This is an optimization exercise on Yosys and OpenROAD, whose aim is small area, a short achievable clock period and few clock cycles per item, not a production implementation.
In this exercise RTL edits were held to simulation tests only and were not proved equivalent to the original.
No activity file was given, so power comes from the tool's default toggle rates.

Setup of build 92:
==> flow/design.v (excerpt) <==
module window_stack_hit_test (
  input  logic                                clk_i,
  input  logic                                rst_ni,
  input  logic                                in_valid_i,
  output logic                                in_ready_o,
  input  logic                                command_i,
  input  logic [wsh_pkg::SLOT_W-1:0]          slot_i,
  input  logic [wsh_pkg::COORD_BITS-1:0]      left_i,
  input  logic [wsh_pkg::COORD_BITS-1:0]      bottom_i,
  input  logic [wsh_pkg::COORD_BITS-1:0]      right_i,
  input  logic [wsh_pkg::COORD_BITS-1:0]      top_i,
  input  logic [wsh_pkg::COORD_BITS-1:0]      point_x_i,
  input  logic [wsh_pkg::COORD_BITS-1:0]      point_y_i,
  output logic                                out_valid_o,
  input  logic                                out_ready_i,
  output logic                                hit_o,
  output logic [wsh_pkg::ID_OUT_W-1:0]        window_id_o,
  input  logic                                psel,
  input  logic                                penable,
  input  logic                                pwrite,
  input  logic [wsh_pkg::APB_AW-1:0]          paddr,
  input  logic [wsh_pkg::APB_DW-1:0]          pwdata,
  output logic [wsh_pkg::APB_DW-1:0]          prdata,
  output logic                                pready
);
  localparam int CB = wsh_pkg::COORD_BITS;
  logic [wsh_pkg::CNT_W-1:0] window_count_q;
  logic                      reg_sel;
  logic                      accept;
  logic                      res_we;
  logic                      res_hit;
  logic [wsh_pkg::ID_OUT_W-1:0] res_id;
  assign pready  = 1'b1;
  assign reg_sel = (paddr[wsh_pkg::APB_AW-1] == wsh_pkg::REG_WINDOW_COUNT);
  always_ff @(posedge clk_i or negedge rst_ni) begin
    if (!rst_ni) begin
      window_count_q <= 1;
    end else if (psel && penable && pwrite && reg_sel) begin
      window_count_q <= pwdata[wsh_pkg::CNT_W-1:0];
    end
  end
  assign prdata = reg_sel ? {{(wsh_pkg::APB_DW-wsh_pkg::CNT_W){1'b0}}, window_count_q} : '0;
  logic [wsh_pkg::MAX_WINDOWS-1:0] act_q;
  always_ff @(posedge clk_i or negedge rst_ni) begin
    if (!rst_ni) begin
      act_q <= 1;
    end else if (psel && penable && pwrite && reg_sel) begin
      for (int p = 0; p < wsh_pkg::MAX_WINDOWS; p++) begin
  ...
clock: 8.0 ns
lec_check: 0
cap_margin: 30
cell_pad_in_sites_detail_placement: 2
cell_pad_in_sites_global_placement: 2
core_margin: 2
core_utilization: 35
cts_buf_list: sky130_fd_sc_hd__clkbuf_8
cts_cluster_diameter: 50
cts_cluster_size: 16
setup_slack_margin: 4.25
slew_margin: 20
run.sh (not shown) runs the stock make flow with config.mk's settings and CLKGATE_MAP_FILE= SYNTH_SCRIPT=/design/flow/synth_recipe.tcl, a recipe that flattens the netlist after the stock synthesis.
Build 92 has completed all stages; timing, DRC and antenna checks passed.
Testbench counts of build 92, summed over its fixed seeds: cycles 9,632, items 9,600.
Inputs modified between build 92 and build 60:
- SETUP_SLACK_MARGIN now 4.32, was 4.25
[summary]
Compared with build 92, build 60 shows via count of the first global-routing pass that has gone up slightly.
Diff build 92 -> build 60 | first-iteration DRC count | decrease of 82
Build 60 against build 92: register area held steady, share of total power in the clock network grew by 0.6 points, cell count grew by 53, full die area held steady, worst-case register-to-register setup slack shrank by 60 ps.
Summary: maximum frequency, build 60 worse than build 92
Comparing the two runs side by side, build 60 comes out ahead of build 92 on worst slew margin relative to its limit.
Modified inputs, build 8 compared to build 60
- SETUP_SLACK_MARGIN now 4.18, was 4.32
### Flow results
Per the comparison of build 8 with build 60, via count down about 1%, final-layout clock buffer total went down. Build 60 reports its first element of the critical path as u_dp.dat_a_q[12]$_DFF_P_ while build 8 reports u_dp.mx_b_q[1]$_DFF_P_. Comparing build 8 and build 60, post-route standard cell area excluding fillers is higher on build 60. Build 8: shortest period the worst path allows 16 ps below build 60.
The following lists how build 56 was set up differently from build 8:
- CORE_UTILIZATION now 30, was 35
==> comparison <==
Between build 56 and build 8, the minimum period implied by the final worst setup slack is lower for build 8. Per the comparison of build 56 with build 8, count of clock-buffer cells in the layout -2.6%; final clock skew now smaller; non-clock buffer count rose by 3.0%. Build 56: done, clean on timing, DRC and antenna. Build 8 -> build 56: number of global-route vias before repair decreased slightly.

static timing again, ports no longer ideal:
The flow's constraints put no driver on any port. The routed layouts listed below were extracted and timed again, unchanged, in two steps. Step 1 sets driving cells, clkbuf_16 on the clock port and buf_2 on the other inputs (assumed; they add their load-dependent delay and slew). Step 2 moves the port delays by t, midway between the first and last clock arrival at a register: inputs arrive t later, outputs are due t later. That takes back most of the time a late clock gives input paths. Three values: no drivers, after step 1, after step 2; two values: the first two.
run | shift t [ns] | setup slack, ns | worst hold slack (ns) | latest minus earliest clock arrival (ns)
build 92 | 0.929 | 4.211 / 4.211 / 4.211 | 0.317 / 0.317 / 0.317 | 0.068 / 0.068
build 60 | 0.937 | 4.150 / 4.150 / 4.150 | 0.317 / 0.317 / 0.317 | 0.062 / 0.062
build 8 | 0.947 | 4.166 / 4.166 / 4.166 | 0.321 / 0.321 / 0.321 | 0.077 / 0.077
build 56 | 0.968 | 4.149 / 4.149 / 4.149 | 0.327 / 0.327 / 0.327 | 0.080 / 0.080
After both steps every run listed still meets setup and hold.
